This is an optimization exercise on Yosys and OpenROAD, whose aim is small area, a short achievable clock period and few clock cycles per item, not a production implementation.
RTL that was checked went through simulation tests only; none was proved equivalent to the original.
The RTL of run 2 was laid out without a check of its function.

==> flow/design.v, too long to show whole: its modules and the start of the top module <==
// module FP_booth_enc: 42 lines
// module FP_Mul_tree: 1958 lines
// module FP_Mul_gp: 4 lines
// module FP_pfx: 4 lines
// module FP_pfx_g: 3 lines
// module FP_fa: 4 lines
// module FP_ha: 4 lines
// module FP_Mul_pre: 35 lines
// module FP_Mul_post: 64 lines
// module fp_mul_arbiter: 114 lines
module fp_mul_arbiter #(
    parameter int W = fp_alu_pkg::FP_W
) (
    input  logic         clk,
    input  logic         rst,
    input  logic         req0_valid,
    input  logic [W-1:0] req0_a,
    input  logic [W-1:0] req0_b,
    output logic         req0_ready,
    input  logic         req1_valid,
    input  logic [W-1:0] req1_a,
    input  logic [W-1:0] req1_b,
    output logic         req1_ready,
    output logic         rsp_valid,
    output logic [W-1:0] rsp_data,
    output logic         rsp_id,
    input  logic         rsp_ready
);
  // ...
==> flow/run.sh <==
#!/bin/bash
# synth_recipe.tcl (not shown) runs the flow's synth.tcl, then flattens the netlist and writes it again
# the make line also repeats each setting of config.mk as NAME=value (left out here)
make -C /OpenROAD-flow-scripts/flow DESIGN_CONFIG=/design/flow/config.mk WORK_HOME=/design/flow/orfs CLKGATE_MAP_FILE= SYNTH_SCRIPT=/design/flow/synth_recipe.tcl finish
==> flow/config.mk <==
export PLATFORM = sky130hd
export DESIGN_NAME = fp_mul_arbiter
export DESIGN_NICKNAME = fp_mul_arbiter
export VERILOG_FILES = /design/flow/design.v
export SDC_FILE = /design/flow/constraint.sdc
export NUM_CORES = 4
export LEC_CHECK = 0
export CAP_MARGIN = 20
export CORE_MARGIN = 2
export CORE_UTILIZATION = 40
export CTS_BUF_LIST = sky130_fd_sc_hd__clkbuf_8
export SETUP_SLACK_MARGIN = 5
export SLEW_MARGIN = 20
export SYNTH_HIERARCHICAL = 1
export SYNTH_MINIMUM_KEEP_SIZE = 0
==> flow/constraint.sdc <==
create_clock -name core_clock -period 11.0 [get_ports {clk}]
set_input_delay 2.2000 -clock core_clock [delete_from_list [all_inputs] [get_ports {clk}]]
set_output_delay 2.2000 -clock core_clock [all_outputs]
set_load 0.01 [all_outputs]
==> metrics.csv, run 1 <==
metric,value,unit
status,"complete, no violations",
n_fill_cell,4666,
layout_common_cells,"xnor2_1, o22ai_1, fa_1",
cts_hold_buf,0,
dp.cells,2697,
hold_viol_final,0,
grtUsageMet3,5.16,%
multi_input_area,0.0158,mm^2
ios,169,
layout.nets,2573,
yosysWarningCount,9,
highest-signal-layer,met4,
r2r_slack,5.22,ns
final_cells,2765,
routed_via_density,6.09,
gp_congestion,0.860,
htreeDepth,4,
drive_gt1_share,10.7,%
dpl_worst_slack,4.18,ns
rsz0062_at_grt,false,
grt_util_all_layers,23.9,%
met2_length,30400,um
cp_slowest_stage_delay,0.58,ns
grt.busiest_layer,met2,
period_minus_slack,5.88,ns
cap_violations,0,
max_freq,170,MHz
final_core_util,46.5,%
worst-path-max-fanout,31,
post_cts_buffers,15,
drtIter0Drc,1535,
min_path_type,flop to flop,
buf_share,10.5,%
drc_errors,0,
worstMarginPinSlew,1.13,ns
clockRootBuffer,clkbuf_8,
stdcell_area,0.0232,mm^2
grt_start_max_net_pins,72,
dpl_cell_area,0.0222,mm^2
Testbench counts, summed over its fixed seeds: cycles 6,416, items 6,400.
==> run 2, diff against run 1 <==
--- a/flow/design.v
+++ b/flow/design.v
@@ -1111,40 +1111,120 @@
     logic pp_1047;
     logic pg1048;
     logic pp_1049;
     logic pg1050;
     logic pp_1051;
     logic pg1052;
     logic pp_1053;
     logic pg1054;
-    logic pg1055;
+    logic pp_1055;
     logic pg1056;
-    logic pg1057;
+    logic pp_1057;
     logic pg1058;
-    logic pg1059;
+    logic pp_1059;
     logic pg1060;
-    logic pg1061;
+    logic pp_1061;
     logic pg1062;
-    logic pg1063;
+    logic pp_1063;
     logic pg1064;
-    logic pg1065;
+    logic pp_1065;
     logic pg1066;
-    logic pg1067;
+    logic pp_1067;
     logic pg1068;
-    logic pg1069;
+    logic pp_1069;
     logic pg1070;
-    logic pg1071;
+    logic pp_1071;
     logic pg1072;
-    logic pg1073;
+    logic pp_1073;
     logic pg1074;
-    logic pg1075;
+    logic pp_1075;
     logic pg1076;
-    logic pg1077;
+    logic pp_1077;
     logic pg1078;
+    logic pp_1079;
+    logic pg1080;
+    logic pp_1081;
+    logic pg1082;
+    logic pp_1083;
+    logic pg1084;
+    logic pp_1085;
+    logic pg1086;
+    logic pp_1087;
+    logic pg1088;
+    logic pp_1089;
+    logic pg1090;
+    logic pp_1091;
+    logic pg1092;
+    logic pp_1093;
+    logic pg1094;
+    logic pp_1095;
+    logic pg1096;
+    logic pp_1097;
+    logic pg1098;
+    logic pp_1099;
+    logic pg1100;
+    logic pp_1101;
+    logic pg1102;
+    logic pp_1103;
+    logic pg1104;
+    logic pp_1105;
+    logic pg1106;
+    logic pp_1107;
+    logic pg1108;
+    logic pp_1109;
+    logic pg1110;
+    logic pp_1111;
+    logic pg1112;
+    logic pp_1113;
+    logic pg1114;
+    logic pp_1115;
+    logic pg1116;
+    logic pp_1117;
+    logic pg1118;
+    logic pp_1119;
+    logic pg1120;
+    logic pp_1121;
+    logic pg1122;
+    logic pp_1123;
+    logic pg1124;
+    logic pp_1125;
+    logic pg1126;
+    logic pp_1127;
+    logic pg1128;
+    logic pp_1129;
+    logic pg1130;
+    logic pp_1131;
+    logic pg1132;
+    logic pp_1133;
+    logic pg1134;
+    logic pg1135;
+    logic pg1136;
+    logic pg1137;
+    logic pg1138;
+    logic pg1139;
+    logic pg1140;
+    logic pg1141;
+    logic pg1142;
+    logic pg1143;
+    logic pg1144;
+    logic pg1145;
+    logic pg1146;
+    logic pg1147;
+    logic pg1148;
+    logic pg1149;
+    logic pg1150;
+    logic pg1151;
+    logic pg1152;
+    logic pg1153;
+    logic pg1154;
+    logic pg1155;
+    logic pg1156;
+    logic pg1157;
+    logic pg1158;
     logic [47:0] cg;
     logic [47:0] cp;
     logic [21:0] cz;
     assign pp1 = ~((nbone[0] | nfa[0])) ^ bneg[0];
     assign pp2 = ~((nbone[0] | nfa[1]) & (nbtwo[0] | nfa[0])) ^ bneg[0];
     assign pp3 = ~((nbone[0] | nfa[2]) & (nbtwo[0] | nfa[1])) ^ bneg[0];
     assign pp4 = ~((nbone[0] | nfa[3]) & (nbtwo[0] | nfa[2])) ^ bneg[0];
     assign pp5 = ~((nbone[0] | nfa[4]) & (nbtwo[0] | nfa[3])) ^ bneg[0];
@@ -1899,120 +1979,160 @@
     FP_pfx u_pg932 (.gh(pg918), .ph(pp_919), .gl(pg916), .pl(pp_917), .g(pg932), .p(pp_933));
     FP_pfx u_pg934 (.gh(pg922), .ph(pp_923), .gl(pg920), .pl(pp_921), .g(pg934), .p(pp_935));
     FP_pfx u_pg936 (.gh(pg928), .ph(pp_929), .gl(pg926), .pl(pp_927), .g(pg936), .p(pp_937));
     FP_pfx u_pg938 (.gh(pg932), .ph(pp_933), .gl(pg930), .pl(pp_931), .g(pg938), .p(pp_939));
     FP_pfx u_pg940 (.gh(pg924), .ph(pp_925), .gl(pg934), .pl(pp_935), .g(pg940), .p(pp_941));
     FP_pfx u_pg942 (.gh(pg938), .ph(pp_939), .gl(pg936), .pl(pp_937), .g(pg942), .p(pp_943));
     FP_pfx u_pg944 (.gh(pg940), .ph(pp_941), .gl(pg942), .pl(pp_943), .g(pg944), .p(pp_945));
     FP_pfx u_pg946 (.gh(cg[23]), .ph(cp[23]), .gl(cg[22]), .pl(cp[22]), .g(pg946), .p(pp_947));
-    FP_pfx u_pg948 (.gh(cg[25]), .ph(cp[25]), .gl(cg[24]), .pl(cp[24]), .g(pg948), .p(pp_949));
-    FP_pfx u_pg950 (.gh(cg[27]), .ph(cp[27]), .gl(cg[26]), .pl(cp[26]), .g(pg950), .p(pp_951));
-    FP_pfx u_pg952 (.gh(cg[29]), .ph(cp[29]), .gl(cg[28]), .pl(cp[28]), .g(pg952), .p(pp_953));
-    FP_pfx u_pg954 (.gh(cg[31]), .ph(cp[31]), .gl(cg[30]), .pl(cp[30]), .g(pg954), .p(pp_955));
-    FP_pfx u_pg956 (.gh(cg[33]), .ph(cp[33]), .gl(cg[32]), .pl(cp[32]), .g(pg956), .p(pp_957));
-    FP_pfx u_pg958 (.gh(cg[35]), .ph(cp[35]), .gl(cg[34]), .pl(cp[34]), .g(pg958), .p(pp_959));
-    FP_pfx u_pg960 (.gh(cg[37]), .ph(cp[37]), .gl(cg[36]), .pl(cp[36]), .g(pg960), .p(pp_961));
-    FP_pfx u_pg962 (.gh(cg[39]), .ph(cp[39]), .gl(cg[38]), .pl(cp[38]), .g(pg962), .p(pp_963));
-    FP_pfx u_pg964 (.gh(cg[41]), .ph(cp[41]), .gl(cg[40]), .pl(cp[40]), .g(pg964), .p(pp_965));
-    FP_pfx u_pg966 (.gh(cg[43]), .ph(cp[43]), .gl(cg[42]), .pl(cp[42]), .g(pg966), .p(pp_967));
-    FP_pfx u_pg968 (.gh(cg[45]), .ph(cp[45]), .gl(cg[44]), .pl(cp[44]), .g(pg968), .p(pp_969));
-    FP_pfx u_pg970 (.gh(cg[24]), .ph(cp[24]), .gl(pg946), .pl(pp_947), .g(pg970), .p(pp_971));
-    FP_pfx u_pg972 (.gh(pg948), .ph(pp_949), .gl(pg946), .pl(pp_947), .g(pg972), .p(pp_973));
-    FP_pfx u_pg974 (.gh(cg[28]), .ph(cp[28]), .gl(pg950), .pl(pp_951), .g(pg974), .p(pp_975));
-    FP_pfx u_pg976 (.gh(pg952), .ph(pp_953), .gl(pg950), .pl(pp_951), .g(pg976), .p(pp_977));
-    FP_pfx u_pg978 (.gh(cg[32]), .ph(cp[32]), .gl(pg954), .pl(pp_955), .g(pg978), .p(pp_979));
-    FP_pfx u_pg980 (.gh(pg956), .ph(pp_957), .gl(pg954), .pl(pp_955), .g(pg980), .p(pp_981));
-    FP_pfx u_pg982 (.gh(cg[36]), .ph(cp[36]), .gl(pg958), .pl(pp_959), .g(pg982), .p(pp_983));
-    FP_pfx u_pg984 (.gh(pg960), .ph(pp_961), .gl(pg958), .pl(pp_959), .g(pg984), .p(pp_985));
-    FP_pfx u_pg986 (.gh(cg[40]), .ph(cp[40]), .gl(pg962), .pl(pp_963), .g(pg986), .p(pp_987));
-    FP_pfx u_pg988 (.gh(pg964), .ph(pp_965), .gl(pg962), .pl(pp_963), .g(pg988), .p(pp_989));
-    FP_pfx u_pg990 (.gh(cg[44]), .ph(cp[44]), .gl(pg966), .pl(pp_967), .g(pg990), .p(pp_991));
-    FP_pfx u_pg992 (.gh(pg968), .ph(pp_969), .gl(pg966), .pl(pp_967), .g(pg992), .p(pp_993));
-    FP_pfx u_pg994 (.gh(cg[26]), .ph(cp[26]), .gl(pg972), .pl(pp_973), .g(pg994), .p(pp_995));
-    FP_pfx u_pg996 (.gh(pg950), .ph(pp_951), .gl(pg972), .pl(pp_973), .g(pg996), .p(pp_997));
-    FP_pfx u_pg998 (.gh(pg974), .ph(pp_975), .gl(pg972), .pl(pp_973), .g(pg998), .p(pp_999));
-    FP_pfx u_pg1000 (.gh(pg976), .ph(pp_977), .gl(pg972), .pl(pp_973), .g(pg1000), .p(pp_1001));
-    FP_pfx u_pg1002 (.gh(cg[34]), .ph(cp[34]), .gl(pg980), .pl(pp_981), .g(pg1002), .p(pp_1003));
-    FP_pfx u_pg1004 (.gh(pg958), .ph(pp_959), .gl(pg980), .pl(pp_981), .g(pg1004), .p(pp_1005));
-    FP_pfx u_pg1006 (.gh(pg982), .ph(pp_983), .gl(pg980), .pl(pp_981), .g(pg1006), .p(pp_1007));
-    FP_pfx u_pg1008 (.gh(pg984), .ph(pp_985), .gl(pg980), .pl(pp_981), .g(pg1008), .p(pp_1009));
-    FP_pfx u_pg1010 (.gh(cg[42]), .ph(cp[42]), .gl(pg988), .pl(pp_989), .g(pg1010), .p(pp_1011));
-    FP_pfx u_pg1012 (.gh(pg966), .ph(pp_967), .gl(pg988), .pl(pp_989), .g(pg1012), .p(pp_1013));
-    FP_pfx u_pg1014 (.gh(pg990), .ph(pp_991), .gl(pg988), .pl(pp_989), .g(pg1014), .p(pp_1015));
-    FP_pfx u_pg1016 (.gh(pg992), .ph(pp_993), .gl(pg988), .pl(pp_989), .g(pg1016), .p(pp_1017));
-    FP_pfx u_pg1018 (.gh(cg[30]), .ph(cp[30]), .gl(pg1000), .pl(pp_1001), .g(pg1018), .p(pp_1019));
-    FP_pfx u_pg1020 (.gh(pg954), .ph(pp_955), .gl(pg1000), .pl(pp_1001), .g(pg1020), .p(pp_1021));
-    FP_pfx u_pg1022 (.gh(pg978), .ph(pp_979), .gl(pg1000), .pl(pp_1001), .g(pg1022), .p(pp_1023));
-    FP_pfx u_pg1024 (.gh(pg980), .ph(pp_981), .gl(pg1000), .pl(pp_1001), .g(pg1024), .p(pp_1025));
-    FP_pfx u_pg1026 (.gh(pg1002), .ph(pp_1003), .gl(pg1000), .pl(pp_1001), .g(pg1026), .p(pp_1027));
-    FP_pfx u_pg1028 (.gh(pg1004), .ph(pp_1005), .gl(pg1000), .pl(pp_1001), .g(pg1028), .p(pp_1029));
-    FP_pfx u_pg1030 (.gh(pg1006), .ph(pp_1007), .gl(pg1000), .pl(pp_1001), .g(pg1030), .p(pp_1031));
-    FP_pfx u_pg1032 (.gh(pg1008), .ph(pp_1009), .gl(pg1000), .pl(pp_1001), .g(pg1032), .p(pp_1033));
-    FP_pfx u_pg1034 (.gh(cg[46]), .ph(cp[46]), .gl(pg1016), .pl(pp_1017), .g(pg1034), .p(pp_1035));
-    FP_pfx u_pg1036 (.gh(cg[38]), .ph(cp[38]), .gl(pg1032), .pl(pp_1033), .g(pg1036), .p(pp_1037));
-    FP_pfx u_pg1038 (.gh(pg962), .ph(pp_963), .gl(pg1032), .pl(pp_1033), .g(pg1038), .p(pp_1039));
-    FP_pfx u_pg1040 (.gh(pg986), .ph(pp_987), .gl(pg1032), .pl(pp_1033), .g(pg1040), .p(pp_1041));
-    FP_pfx u_pg1042 (.gh(pg988), .ph(pp_989), .gl(pg1032), .pl(pp_1033), .g(pg1042), .p(pp_1043));
-    FP_pfx u_pg1044 (.gh(pg1010), .ph(pp_1011), .gl(pg1032), .pl(pp_1033), .g(pg1044), .p(pp_1045));
-    FP_pfx u_pg1046 (.gh(pg1012), .ph(pp_1013), .gl(pg1032), .pl(pp_1033), .g(pg1046), .p(pp_1047));
-    FP_pfx u_pg1048 (.gh(pg1014), .ph(pp_1015), .gl(pg1032), .pl(pp_1033), .g(pg1048), .p(pp_1049));
-    FP_pfx u_pg1050 (.gh(pg1016), .ph(pp_1017), .gl(pg1032), .pl(pp_1033), .g(pg1050), .p(pp_1051));
-    FP_pfx u_pg1052 (.gh(pg1034), .ph(pp_1035), .gl(pg1032), .pl(pp_1033), .g(pg1052), .p(pp_1053));
-    FP_pfx_g u_pg1054 (.gh(cg[22]), .ph(cp[22]), .gl(pg944), .g(pg1054));
-    FP_pfx_g u_pg1055 (.gh(pg946), .ph(pp_947), .gl(pg944), .g(pg1055));
-    FP_pfx_g u_pg1056 (.gh(pg970), .ph(pp_971), .gl(pg944), .g(pg1056));
-    FP_pfx_g u_pg1057 (.gh(pg972), .ph(pp_973), .gl(pg944), .g(pg1057));
-    FP_pfx_g u_pg1058 (.gh(pg994), .ph(pp_995), .gl(pg944), .g(pg1058));
-    FP_pfx_g u_pg1059 (.gh(pg996), .ph(pp_997), .gl(pg944), .g(pg1059));
-    FP_pfx_g u_pg1060 (.gh(pg998), .ph(pp_999), .gl(pg944), .g(pg1060));
-    FP_pfx_g u_pg1061 (.gh(pg1000), .ph(pp_1001), .gl(pg944), .g(pg1061));
-    FP_pfx_g u_pg1062 (.gh(pg1018), .ph(pp_1019), .gl(pg944), .g(pg1062));
-    FP_pfx_g u_pg1063 (.gh(pg1020), .ph(pp_1021), .gl(pg944), .g(pg1063));
-    FP_pfx_g u_pg1064 (.gh(pg1022), .ph(pp_1023), .gl(pg944), .g(pg1064));
-    FP_pfx_g u_pg1065 (.gh(pg1024), .ph(pp_1025), .gl(pg944), .g(pg1065));
-    FP_pfx_g u_pg1066 (.gh(pg1026), .ph(pp_1027), .gl(pg944), .g(pg1066));
-    FP_pfx_g u_pg1067 (.gh(pg1028), .ph(pp_1029), .gl(pg944), .g(pg1067));
-    FP_pfx_g u_pg1068 (.gh(pg1030), .ph(pp_1031), .gl(pg944), .g(pg1068));
-    FP_pfx_g u_pg1069 (.gh(pg1032), .ph(pp_1033), .gl(pg944), .g(pg1069));
-    FP_pfx_g u_pg1070 (.gh(pg1036), .ph(pp_1037), .gl(pg944), .g(pg1070));
-    FP_pfx_g u_pg1071 (.gh(pg1038), .ph(pp_1039), .gl(pg944), .g(pg1071));
-    FP_pfx_g u_pg1072 (.gh(pg1040), .ph(pp_1041), .gl(pg944), .g(pg1072));
-    FP_pfx_g u_pg1073 (.gh(pg1042), .ph(pp_1043), .gl(pg944), .g(pg1073));
-    FP_pfx_g u_pg1074 (.gh(pg1044), .ph(pp_1045), .gl(pg944), .g(pg1074));
-    FP_pfx_g u_pg1075 (.gh(pg1046), .ph(pp_1047), .gl(pg944), .g(pg1075));
-    FP_pfx_g u_pg1076 (.gh(pg1048), .ph(pp_1049), .gl(pg944), .g(pg1076));
-    FP_pfx_g u_pg1077 (.gh(pg1050), .ph(pp_1051), .gl(pg944), .g(pg1077));
-    FP_pfx_g u_pg1078 (.gh(pg1052), .ph(pp_1053), .gl(pg944), .g(pg1078));
+    FP_pfx u_pg948 (.gh(cg[24]), .ph(cp[24]), .gl(cg[23]), .pl(cp[23]), .g(pg948), .p(pp_949));
+    FP_pfx u_pg950 (.gh(cg[25]), .ph(cp[25]), .gl(cg[24]), .pl(cp[24]), .g(pg950), .p(pp_951));
+    FP_pfx u_pg952 (.gh(cg[26]), .ph(cp[26]), .gl(cg[25]), .pl(cp[25]), .g(pg952), .p(pp_953));
+    FP_pfx u_pg954 (.gh(cg[27]), .ph(cp[27]), .gl(cg[26]), .pl(cp[26]), .g(pg954), .p(pp_955));
+    FP_pfx u_pg956 (.gh(cg[28]), .ph(cp[28]), .gl(cg[27]), .pl(cp[27]), .g(pg956), .p(pp_957));
+    FP_pfx u_pg958 (.gh(cg[29]), .ph(cp[29]), .gl(cg[28]), .pl(cp[28]), .g(pg958), .p(pp_959));
+    FP_pfx u_pg960 (.gh(cg[30]), .ph(cp[30]), .gl(cg[29]), .pl(cp[29]), .g(pg960), .p(pp_961));
+    FP_pfx u_pg962 (.gh(cg[31]), .ph(cp[31]), .gl(cg[30]), .pl(cp[30]), .g(pg962), .p(pp_963));
+    FP_pfx u_pg964 (.gh(cg[32]), .ph(cp[32]), .gl(cg[31]), .pl(cp[31]), .g(pg964), .p(pp_965));
+    FP_pfx u_pg966 (.gh(cg[33]), .ph(cp[33]), .gl(cg[32]), .pl(cp[32]), .g(pg966), .p(pp_967));
+    FP_pfx u_pg968 (.gh(cg[34]), .ph(cp[34]), .gl(cg[33]), .pl(cp[33]), .g(pg968), .p(pp_969));
+    FP_pfx u_pg970 (.gh(cg[35]), .ph(cp[35]), .gl(cg[34]), .pl(cp[34]), .g(pg970), .p(pp_971));
+    FP_pfx u_pg972 (.gh(cg[36]), .ph(cp[36]), .gl(cg[35]), .pl(cp[35]), .g(pg972), .p(pp_973));
+    FP_pfx u_pg974 (.gh(cg[37]), .ph(cp[37]), .gl(cg[36]), .pl(cp[36]), .g(pg974), .p(pp_975));
+    FP_pfx u_pg976 (.gh(cg[38]), .ph(cp[38]), .gl(cg[37]), .pl(cp[37]), .g(pg976), .p(pp_977));
+    FP_pfx u_pg978 (.gh(cg[39]), .ph(cp[39]), .gl(cg[38]), .pl(cp[38]), .g(pg978), .p(pp_979));
+    FP_pfx u_pg980 (.gh(cg[40]), .ph(cp[40]), .gl(cg[39]), .pl(cp[39]), .g(pg980), .p(pp_981));
+    FP_pfx u_pg982 (.gh(cg[41]), .ph(cp[41]), .gl(cg[40]), .pl(cp[40]), .g(pg982), .p(pp_983));
+    FP_pfx u_pg984 (.gh(cg[42]), .ph(cp[42]), .gl(cg[41]), .pl(cp[41]), .g(pg984), .p(pp_985));
+    FP_pfx u_pg986 (.gh(cg[43]), .ph(cp[43]), .gl(cg[42]), .pl(cp[42]), .g(pg986), .p(pp_987));
+    FP_pfx u_pg988 (.gh(cg[44]), .ph(cp[44]), .gl(cg[43]), .pl(cp[43]), .g(pg988), .p(pp_989));
+    FP_pfx u_pg990 (.gh(cg[45]), .ph(cp[45]), .gl(cg[44]), .pl(cp[44]), .g(pg990), .p(pp_991));
+    FP_pfx u_pg992 (.gh(cg[46]), .ph(cp[46]), .gl(cg[45]), .pl(cp[45]), .g(pg992), .p(pp_993));
+    FP_pfx u_pg994 (.gh(pg948), .ph(pp_949), .gl(cg[22]), .pl(cp[22]), .g(pg994), .p(pp_995));
+    FP_pfx u_pg996 (.gh(pg950), .ph(pp_951), .gl(pg946), .pl(pp_947), .g(pg996), .p(pp_997));
+    FP_pfx u_pg998 (.gh(pg952), .ph(pp_953), .gl(pg948), .pl(pp_949), .g(pg998), .p(pp_999));
+    FP_pfx u_pg1000 (.gh(pg954), .ph(pp_955), .gl(pg950), .pl(pp_951), .g(pg1000), .p(pp_1001));
+    FP_pfx u_pg1002 (.gh(pg956), .ph(pp_957), .gl(pg952), .pl(pp_953), .g(pg1002), .p(pp_1003));
+    FP_pfx u_pg1004 (.gh(pg958), .ph(pp_959), .gl(pg954), .pl(pp_955), .g(pg1004), .p(pp_1005));
+    FP_pfx u_pg1006 (.gh(pg960), .ph(pp_961), .gl(pg956), .pl(pp_957), .g(pg1006), .p(pp_1007));
+    FP_pfx u_pg1008 (.gh(pg962), .ph(pp_963), .gl(pg958), .pl(pp_959), .g(pg1008), .p(pp_1009));
+    FP_pfx u_pg1010 (.gh(pg964), .ph(pp_965), .gl(pg960), .pl(pp_961), .g(pg1010), .p(pp_1011));
+    FP_pfx u_pg1012 (.gh(pg966), .ph(pp_967), .gl(pg962), .pl(pp_963), .g(pg1012), .p(pp_1013));
+    FP_pfx u_pg1014 (.gh(pg968), .ph(pp_969), .gl(pg964), .pl(pp_965), .g(pg1014), .p(pp_1015));
+    FP_pfx u_pg1016 (.gh(pg970), .ph(pp_971), .gl(pg966), .pl(pp_967), .g(pg1016), .p(pp_1017));
+    FP_pfx u_pg1018 (.gh(pg972), .ph(pp_973), .gl(pg968), .pl(pp_969), .g(pg1018), .p(pp_1019));
+    FP_pfx u_pg1020 (.gh(pg974), .ph(pp_975), .gl(pg970), .pl(pp_971), .g(pg1020), .p(pp_1021));
+    FP_pfx u_pg1022 (.gh(pg976), .ph(pp_977), .gl(pg972), .pl(pp_973), .g(pg1022), .p(pp_1023));
+    FP_pfx u_pg1024 (.gh(pg978), .ph(pp_979), .gl(pg974), .pl(pp_975), .g(pg1024), .p(pp_1025));
+    FP_pfx u_pg1026 (.gh(pg980), .ph(pp_981), .gl(pg976), .pl(pp_977), .g(pg1026), .p(pp_1027));
+    FP_pfx u_pg1028 (.gh(pg982), .ph(pp_983), .gl(pg978), .pl(pp_979), .g(pg1028), .p(pp_1029));
+    FP_pfx u_pg1030 (.gh(pg984), .ph(pp_985), .gl(pg980), .pl(pp_981), .g(pg1030), .p(pp_1031));
+    FP_pfx u_pg1032 (.gh(pg986), .ph(pp_987), .gl(pg982), .pl(pp_983), .g(pg1032), .p(pp_1033));
+    FP_pfx u_pg1034 (.gh(pg988), .ph(pp_989), .gl(pg984), .pl(pp_985), .g(pg1034), .p(pp_1035));
+    FP_pfx u_pg1036 (.gh(pg990), .ph(pp_991), .gl(pg986), .pl(pp_987), .g(pg1036), .p(pp_1037));
+    FP_pfx u_pg1038 (.gh(pg992), .ph(pp_993), .gl(pg988), .pl(pp_989), .g(pg1038), .p(pp_1039));
+    FP_pfx u_pg1040 (.gh(pg998), .ph(pp_999), .gl(cg[22]), .pl(cp[22]), .g(pg1040), .p(pp_1041));
+    FP_pfx u_pg1042 (.gh(pg1000), .ph(pp_1001), .gl(pg946), .pl(pp_947), .g(pg1042), .p(pp_1043));
+    FP_pfx u_pg1044 (.gh(pg1002), .ph(pp_1003), .gl(pg994), .pl(pp_995), .g(pg1044), .p(pp_1045));
+    FP_pfx u_pg1046 (.gh(pg1004), .ph(pp_1005), .gl(pg996), .pl(pp_997), .g(pg1046), .p(pp_1047));
+    FP_pfx u_pg1048 (.gh(pg1006), .ph(pp_1007), .gl(pg998), .pl(pp_999), .g(pg1048), .p(pp_1049));
+    FP_pfx u_pg1050 (.gh(pg1008), .ph(pp_1009), .gl(pg1000), .pl(pp_1001), .g(pg1050), .p(pp_1051));
+    FP_pfx u_pg1052 (.gh(pg1010), .ph(pp_1011), .gl(pg1002), .pl(pp_1003), .g(pg1052), .p(pp_1053));
+    FP_pfx u_pg1054 (.gh(pg1012), .ph(pp_1013), .gl(pg1004), .pl(pp_1005), .g(pg1054), .p(pp_1055));
+    FP_pfx u_pg1056 (.gh(pg1014), .ph(pp_1015), .gl(pg1006), .pl(pp_1007), .g(pg1056), .p(pp_1057));
+    FP_pfx u_pg1058 (.gh(pg1016), .ph(pp_1017), .gl(pg1008), .pl(pp_1009), .g(pg1058), .p(pp_1059));
+    FP_pfx u_pg1060 (.gh(pg1018), .ph(pp_1019), .gl(pg1010), .pl(pp_1011), .g(pg1060), .p(pp_1061));
+    FP_pfx u_pg1062 (.gh(pg1020), .ph(pp_1021), .gl(pg1012), .pl(pp_1013), .g(pg1062), .p(pp_1063));
+    FP_pfx u_pg1064 (.gh(pg1022), .ph(pp_1023), .gl(pg1014), .pl(pp_1015), .g(pg1064), .p(pp_1065));
+    FP_pfx u_pg1066 (.gh(pg1024), .ph(pp_1025), .gl(pg1016), .pl(pp_1017), .g(pg1066), .p(pp_1067));
+    FP_pfx u_pg1068 (.gh(pg1026), .ph(pp_1027), .gl(pg1018), .pl(pp_1019), .g(pg1068), .p(pp_1069));
+    FP_pfx u_pg1070 (.gh(pg1028), .ph(pp_1029), .gl(pg1020), .pl(pp_1021), .g(pg1070), .p(pp_1071));
+    FP_pfx u_pg1072 (.gh(pg1030), .ph(pp_1031), .gl(pg1022), .pl(pp_1023), .g(pg1072), .p(pp_1073));
+    FP_pfx u_pg1074 (.gh(pg1032), .ph(pp_1033), .gl(pg1024), .pl(pp_1025), .g(pg1074), .p(pp_1075));
+    FP_pfx u_pg1076 (.gh(pg1034), .ph(pp_1035), .gl(pg1026), .pl(pp_1027), .g(pg1076), .p(pp_1077));
+    FP_pfx u_pg1078 (.gh(pg1036), .ph(pp_1037), .gl(pg1028), .pl(pp_1029), .g(pg1078), .p(pp_1079));
+    FP_pfx u_pg1080 (.gh(pg1038), .ph(pp_1039), .gl(pg1030), .pl(pp_1031), .g(pg1080), .p(pp_1081));
+    FP_pfx u_pg1082 (.gh(pg1048), .ph(pp_1049), .gl(cg[22]), .pl(cp[22]), .g(pg1082), .p(pp_1083));
+    FP_pfx u_pg1084 (.gh(pg1050), .ph(pp_1051), .gl(pg946), .pl(pp_947), .g(pg1084), .p(pp_1085));
+    FP_pfx u_pg1086 (.gh(pg1052), .ph(pp_1053), .gl(pg994), .pl(pp_995), .g(pg1086), .p(pp_1087));
+    FP_pfx u_pg1088 (.gh(pg1054), .ph(pp_1055), .gl(pg996), .pl(pp_997), .g(pg1088), .p(pp_1089));
+    FP_pfx u_pg1090 (.gh(pg1056), .ph(pp_1057), .gl(pg1040), .pl(pp_1041), .g(pg1090), .p(pp_1091));
+    FP_pfx u_pg1092 (.gh(pg1058), .ph(pp_1059), .gl(pg1042), .pl(pp_1043), .g(pg1092), .p(pp_1093));
+    FP_pfx u_pg1094 (.gh(pg1060), .ph(pp_1061), .gl(pg1044), .pl(pp_1045), .g(pg1094), .p(pp_1095));
+    FP_pfx u_pg1096 (.gh(pg1062), .ph(pp_1063), .gl(pg1046), .pl(pp_1047), .g(pg1096), .p(pp_1097));
+    FP_pfx u_pg1098 (.gh(pg1064), .ph(pp_1065), .gl(pg1048), .pl(pp_1049), .g(pg1098), .p(pp_1099));
+    FP_pfx u_pg1100 (.gh(pg1066), .ph(pp_1067), .gl(pg1050), .pl(pp_1051), .g(pg1100), .p(pp_1101));
+    FP_pfx u_pg1102 (.gh(pg1068), .ph(pp_1069), .gl(pg1052), .pl(pp_1053), .g(pg1102), .p(pp_1103));
+    FP_pfx u_pg1104 (.gh(pg1070), .ph(pp_1071), .gl(pg1054), .pl(pp_1055), .g(pg1104), .p(pp_1105));
+    FP_pfx u_pg1106 (.gh(pg1072), .ph(pp_1073), .gl(pg1056), .pl(pp_1057), .g(pg1106), .p(pp_1107));
+    FP_pfx u_pg1108 (.gh(pg1074), .ph(pp_1075), .gl(pg1058), .pl(pp_1059), .g(pg1108), .p(pp_1109));
+    FP_pfx u_pg1110 (.gh(pg1076), .ph(pp_1077), .gl(pg1060), .pl(pp_1061), .g(pg1110), .p(pp_1111));
+    FP_pfx u_pg1112 (.gh(pg1078), .ph(pp_1079), .gl(pg1062), .pl(pp_1063), .g(pg1112), .p(pp_1113));
+    FP_pfx u_pg1114 (.gh(pg1080), .ph(pp_1081), .gl(pg1064), .pl(pp_1065), .g(pg1114), .p(pp_1115));
+    FP_pfx u_pg1116 (.gh(pg1098), .ph(pp_1099), .gl(cg[22]), .pl(cp[22]), .g(pg1116), .p(pp_1117));
+    FP_pfx u_pg1118 (.gh(pg1100), .ph(pp_1101), .gl(pg946), .pl(pp_947), .g(pg1118), .p(pp_1119));
+    FP_pfx u_pg1120 (.gh(pg1102), .ph(pp_1103), .gl(pg994), .pl(pp_995), .g(pg1120), .p(pp_1121));
+    FP_pfx u_pg1122 (.gh(pg1104), .ph(pp_1105), .gl(pg996), .pl(pp_997), .g(pg1122), .p(pp_1123));
+    FP_pfx u_pg1124 (.gh(pg1106), .ph(pp_1107), .gl(pg1040), .pl(pp_1041), .g(pg1124), .p(pp_1125));
+    FP_pfx u_pg1126 (.gh(pg1108), .ph(pp_1109), .gl(pg1042), .pl(pp_1043), .g(pg1126), .p(pp_1127));
+    FP_pfx u_pg1128 (.gh(pg1110), .ph(pp_1111), .gl(pg1044), .pl(pp_1045), .g(pg1128), .p(pp_1129));
+    FP_pfx u_pg1130 (.gh(pg1112), .ph(pp_1113), .gl(pg1046), .pl(pp_1047), .g(pg1130), .p(pp_1131));
+    FP_pfx u_pg1132 (.gh(pg1114), .ph(pp_1115), .gl(pg1082), .pl(pp_1083), .g(pg1132), .p(pp_1133));
+    FP_pfx_g u_pg1134 (.gh(cg[22]), .ph(cp[22]), .gl(pg944), .g(pg1134));
+    FP_pfx_g u_pg1135 (.gh(pg946), .ph(pp_947), .gl(pg944), .g(pg1135));
+    FP_pfx_g u_pg1136 (.gh(pg994), .ph(pp_995), .gl(pg944), .g(pg1136));
+    FP_pfx_g u_pg1137 (.gh(pg996), .ph(pp_997), .gl(pg944), .g(pg1137));
+    FP_pfx_g u_pg1138 (.gh(pg1040), .ph(pp_1041), .gl(pg944), .g(pg1138));
+    FP_pfx_g u_pg1139 (.gh(pg1042), .ph(pp_1043), .gl(pg944), .g(pg1139));
+    FP_pfx_g u_pg1140 (.gh(pg1044), .ph(pp_1045), .gl(pg944), .g(pg1140));
+    FP_pfx_g u_pg1141 (.gh(pg1046), .ph(pp_1047), .gl(pg944), .g(pg1141));
+    FP_pfx_g u_pg1142 (.gh(pg1082), .ph(pp_1083), .gl(pg944), .g(pg1142));
+    FP_pfx_g u_pg1143 (.gh(pg1084), .ph(pp_1085), .gl(pg944), .g(pg1143));
+    FP_pfx_g u_pg1144 (.gh(pg1086), .ph(pp_1087), .gl(pg944), .g(pg1144));
+    FP_pfx_g u_pg1145 (.gh(pg1088), .ph(pp_1089), .gl(pg944), .g(pg1145));
+    FP_pfx_g u_pg1146 (.gh(pg1090), .ph(pp_1091), .gl(pg944), .g(pg1146));
+    FP_pfx_g u_pg1147 (.gh(pg1092), .ph(pp_1093), .gl(pg944), .g(pg1147));
+    FP_pfx_g u_pg1148 (.gh(pg1094), .ph(pp_1095), .gl(pg944), .g(pg1148));
+    FP_pfx_g u_pg1149 (.gh(pg1096), .ph(pp_1097), .gl(pg944), .g(pg1149));
+    FP_pfx_g u_pg1150 (.gh(pg1116), .ph(pp_1117), .gl(pg944), .g(pg1150));
+    FP_pfx_g u_pg1151 (.gh(pg1118), .ph(pp_1119), .gl(pg944), .g(pg1151));
+    FP_pfx_g u_pg1152 (.gh(pg1120), .ph(pp_1121), .gl(pg944), .g(pg1152));
+    FP_pfx_g u_pg1153 (.gh(pg1122), .ph(pp_1123), .gl(pg944), .g(pg1153));
+    FP_pfx_g u_pg1154 (.gh(pg1124), .ph(pp_1125), .gl(pg944), .g(pg1154));
+    FP_pfx_g u_pg1155 (.gh(pg1126), .ph(pp_1127), .gl(pg944), .g(pg1155));
+    FP_pfx_g u_pg1156 (.gh(pg1128), .ph(pp_1129), .gl(pg944), .g(pg1156));
+    FP_pfx_g u_pg1157 (.gh(pg1130), .ph(pp_1131), .gl(pg944), .g(pg1157));
+    FP_pfx_g u_pg1158 (.gh(pg1132), .ph(pp_1133), .gl(pg944), .g(pg1158));
     assign g = cp[22] ^ pg944;
-    assign ph[0] = cp[23] ^ pg1054;
-    assign ph[1] = cp[24] ^ pg1055;
-    assign ph[2] = cp[25] ^ pg1056;
-    assign ph[3] = cp[26] ^ pg1057;
-    assign ph[4] = cp[27] ^ pg1058;
-    assign ph[5] = cp[28] ^ pg1059;
-    assign ph[6] = cp[29] ^ pg1060;
-    assign ph[7] = cp[30] ^ pg1061;
-    assign ph[8] = cp[31] ^ pg1062;
-    assign ph[9] = cp[32] ^ pg1063;
-    assign ph[10] = cp[33] ^ pg1064;
-    assign ph[11] = cp[34] ^ pg1065;
-    assign ph[12] = cp[35] ^ pg1066;
-    assign ph[13] = cp[36] ^ pg1067;
-    assign ph[14] = cp[37] ^ pg1068;
-    assign ph[15] = cp[38] ^ pg1069;
-    assign ph[16] = cp[39] ^ pg1070;
-    assign ph[17] = cp[40] ^ pg1071;
-    assign ph[18] = cp[41] ^ pg1072;
-    assign ph[19] = cp[42] ^ pg1073;
-    assign ph[20] = cp[43] ^ pg1074;
-    assign ph[21] = cp[44] ^ pg1075;
-    assign ph[22] = cp[45] ^ pg1076;
-    assign ph[23] = cp[46] ^ pg1077;
-    assign ph[24] = cp[47] ^ pg1078;
+    assign ph[0] = cp[23] ^ pg1134;
+    assign ph[1] = cp[24] ^ pg1135;
+    assign ph[2] = cp[25] ^ pg1136;
+    assign ph[3] = cp[26] ^ pg1137;
+    assign ph[4] = cp[27] ^ pg1138;
+    assign ph[5] = cp[28] ^ pg1139;
+    assign ph[6] = cp[29] ^ pg1140;
+    assign ph[7] = cp[30] ^ pg1141;
+    assign ph[8] = cp[31] ^ pg1142;
+    assign ph[9] = cp[32] ^ pg1143;
+    assign ph[10] = cp[33] ^ pg1144;
+    assign ph[11] = cp[34] ^ pg1145;
+    assign ph[12] = cp[35] ^ pg1146;
+    assign ph[13] = cp[36] ^ pg1147;
+    assign ph[14] = cp[37] ^ pg1148;
+    assign ph[15] = cp[38] ^ pg1149;
+    assign ph[16] = cp[39] ^ pg1150;
+    assign ph[17] = cp[40] ^ pg1151;
+    assign ph[18] = cp[41] ^ pg1152;
+    assign ph[19] = cp[42] ^ pg1153;
+    assign ph[20] = cp[43] ^ pg1154;
+    assign ph[21] = cp[44] ^ pg1155;
+    assign ph[22] = cp[45] ^ pg1156;
+    assign ph[23] = cp[46] ^ pg1157;
+    assign ph[24] = cp[47] ^ pg1158;
 endmodule
 module FP_Mul_gp (input logic [47:0] a, input logic [47:0] b, output logic [47:0] g, output logic [47:0] p);
     assign g = a & b;
     assign p = a ^ b;
 endmodule
 module FP_pfx (input logic gh, input logic ph, input logic gl, input logic pl, output logic g, output logic p);
     assign g = gh | (ph & gl);
     assign p = ph & pl;
==> flow/flow/run.sh (new file) <==
#!/bin/bash
# The standard ORFS layout (the standard.sh, standard synthesis unchanged),
# with buf_2 cells as the port buffers and a larger setup repair margin.
set -euo pipefail
bash standard.sh "BUFFER_PORTS_ARGS=-buffer_cell sky130_fd_sc_hd__buf_2" SETUP_SLACK_MARGIN=5.4 finish > orfs_make.log 2>&1
==> flow/standard.sh (new file) <==
#!/bin/bash
# synth_recipe.tcl (not shown) runs the flow's synth.tcl, then flattens the netlist and writes it again
# the make line also repeats each setting of config.mk as NAME=value (left out here)
make -C /OpenROAD-flow-scripts/flow DESIGN_CONFIG=/design/flow/config.mk WORK_HOME=/design/flow/orfs CLKGATE_MAP_FILE= SYNTH_SCRIPT=/design/flow/synth_recipe.tcl "${@:-finish}"
removed: flow/run.sh
==> metrics.csv, run 2 <==
metric,value,unit,change
wl_per_cell,23.6,um,was 23.1 um
start_util,40.4,%,was 40.3%
diodes,0,,unchanged
dp.cells,2768,,was 2697
chipHeight,232,um,was 228 um
path_cells,buf_2 -> nand2b_1 -> a21o_4 -> buf_12 -> nor3_1 -> buf_2,,was clkdlybuf4s50_1 -> nand2b_2 -> a21o_4 -> buf_16 -> nor3_2 -> clkbuf_2
fin_ws,5.47,ns,was 5.12 ns
drt_pass1_iterations,7,,was 5
setup_viol,0,,unchanged
grt_util_all_layers,24.8,%,was 23.9%
synth_area_per_cell,9.99,um^2,was 10.1 um^2
yosysWarningCount,9,,unchanged
area_growth,11.4,%,was 15.3%
rows,83,,was 82
antenna_found_initial,0,,unchanged
worstMarginPinSlew,0.945,ns,was 1.13 ns
grt_pass1_vias,17985,,was 17597
largest_reg_flops,25,,unchanged
synth_nets,2566,,was 2486
grt_overflow_total,0,,unchanged
min_to,s2_exp_q[0]$_DFFE_PN_,,was s2_id_q$_DFFE_PN_
dpl_worst_slack,5.01,ns,was 4.18 ns
arrival,3.33,ns,was 3.68 ns
htreeDepth,4,,unchanged
n_fill_cell,4893,,was 4666
r2r-start,s1_bneg_q[1]$_DFFE_PN_,,was s1_bneg_q[8]$_DFFE_PN_
cts_sinks,114,,unchanged
core_area,0.0513,mm^2,was 0.0500 mm^2
cp_num_buf_inv,3,,unchanged
vias,17626,,was 16849
relSlewSlack,36.4,%,was 24.7%
ant_nets,0,,unchanged
cts_hold_buf,0,,unchanged
cp-start-kind,input pin,,unchanged
whs_path_depth,0,,unchanged
worst-path-max-fanout,54,,was 31
post-dp-hpwl,44900,um,was 42900 um
rsz0062_at_grt,false,,unchanged
gp_congestion,0.913,,was 0.860
slew_viol_final,0,,unchanged
layout.nets,2662,,was 2573
cts_tree,yes,,unchanged
grt_pass1_wl,103000,um,was 98500 um
r2r_slack,5.51,ns,was 5.22 ns
period_minus_slack,5.53,ns,was 5.88 ns
status,"complete, no violations",,unchanged
clock_latency,0.46,ns,was 0.45 ns
drc_errors,0,,unchanged
largestRegisters,"s2_ph_q x25, s1_nfa_q x23",,unchanged
end_kind,output pin,,unchanged
clk_pin_slew,0.07,ns,about the same
cp_slowest_stage_delay,0.25,ns,was 0.58 ns
syn_area,0.0207,mm^2,was 0.0202 mm^2
max_freq,181,MHz,was 170 MHz
routed_via_density,6.16,,was 6.09
io_buffers,168,,unchanged
drive_gt1_share,18.3,%,was 10.7%
clockBufferDepth,2,,unchanged
skew,0.0190,ns,was 0.0133 ns
final_common_cell,xnor2_1,,unchanged
fin_crit_sh,50.3,%,was 53.4%
crit_type,input pin to output pin,,unchanged
crit_family,buffers and inverters,,unchanged
rr_worst_depth,15,,unchanged
crit_required,8.80,ns,about the same
min_path_type,flop to flop,,unchanged
finalSetupTns,0,ns,unchanged
final_core_util,45.0,%,was 46.5%
die_area,0.0536,mm^2,was 0.0522 mm^2
final_cells,2862,,was 2765
hold_viol_final,0,,unchanged
min_from,s1_exp_q[0]$_DFFE_PN_,,was s1_id_q$_DFFE_PN_
slowest_stage,a21o_4,,was clkdlybuf4s50_1
regMostFlops,s2_ph_q,,unchanged
cap_violations,0,,unchanged
synthCells,2073,,was 1993
layout_common_cells,"xnor2_1, o22ai_1, fa_1",,unchanged
cts_inserted_buffers,17,,unchanged
die_w,232,um,was 228 um
clockRootBuffer,clkbuf_8,,unchanged
timing.rr.end,s2_ph_q[18]$_DFFE_PN_,,was s2_ph_q[21]$_DFFE_PN_
grt_start_max_net_pins,71,,was 72
ios,169,,unchanged
routed_wl,67500,um,was 63800 um
drtIter0Drc,1925,,was 1535
crit_top_cell,buf_2,,
## run 2: cell type report
class	instances	area [um^2]	share of cell area, %
clock buffer	19	262	1.13
sequential	114	3390	14.7
clock inverter	13	174	0.754
tap	680	851	3.69
multi-input combinational	1711	16400	70.9
timing repair buffer	256	1710	7.42
inverter	69	315	1.37
## run 2: per-stage QoR
stage,cell area (um^2),hold slack (ns)
2_1_floorplan,20700,0.400
3_3_place_gp,21800,0.404
3_5_place_dp,21800,0.406
4_1_cts,22600,0.425
5_1_grt,23100,0.432
6_report,23100,0.423
## run 2: what timing repair did
item                       in CTS  in global routing
setup buffers                  31                 28
cloned                          2                  1
setup endpoints to repair      59                 55
pin swaps                       3                  1
gates resized for setup        21                 18
## run 2: worst max path at each step
stage	start	to	slack [ns]	cells after the start
2_1_floorplan	req0_valid	req1_ready	5.58	6
3_3_place_gp	req0_valid	req1_ready	5.09	6
3_5_place_dp	req0_valid	req1_ready	5.01	6
4_1_cts	s2_ph_q[4]$_DFFE_PN_	rsp_data[21]	5.35	7
5_1_grt	s1_nbtwo_q[0]$_DFFE_PN_	s2_ph_q[15]$_DFFE_PN_	5.40	14
6_report	req0_valid	req1_ready	5.47	6
## run 2: layer usage
metal | vias to the layer above | share of wire, % | GRT usage [%]
met5 | - | 0 | 0
met4 | 0 | 3.2 | 8.87
met3 | 173 | 9.3 | 5.60
met2 | 1068 | 46 | 39.4
met1 | 8750 | 42 | 33.2
li1 | 7635 | - | -

-- re-timing with driven ports --
In the flow no input, the clock included, has a driving cell. The finished layouts below were timed again as built, in two steps. Step 1 assumes that a clkbuf_16 drives the clock port and a buf_2 every other input. Step 2 also shifts input and output timing later by t, the mid clock arrival at the registers, as if the neighbouring blocks saw the same clock. a / b / c = no drivers / after step 1 / after step 2; a / b = the first two.
| run | shift t [ns] | slack for setup (ns) | worst setup path after step 2 | latest minus earliest clock arrival (ns) | slew at the worst register clock pin (ns) |
|---|---|---|---|---|---|
| run 1 | 0.492 | 5.121 / 5.088 / 4.988 | input to register | 0.014 / 0.013 | 0.08 / 0.08 |
| run 2 | 0.498 | 5.466 / 5.446 / 5.423 | input to register | 0.019 / 0.019 | 0.08 / 0.08 |
After both steps every run listed still meets setup and hold. For run 1, which loses most, drivers alone change the setup slack by -0.033 ns; drivers and shift together by -0.133 ns.
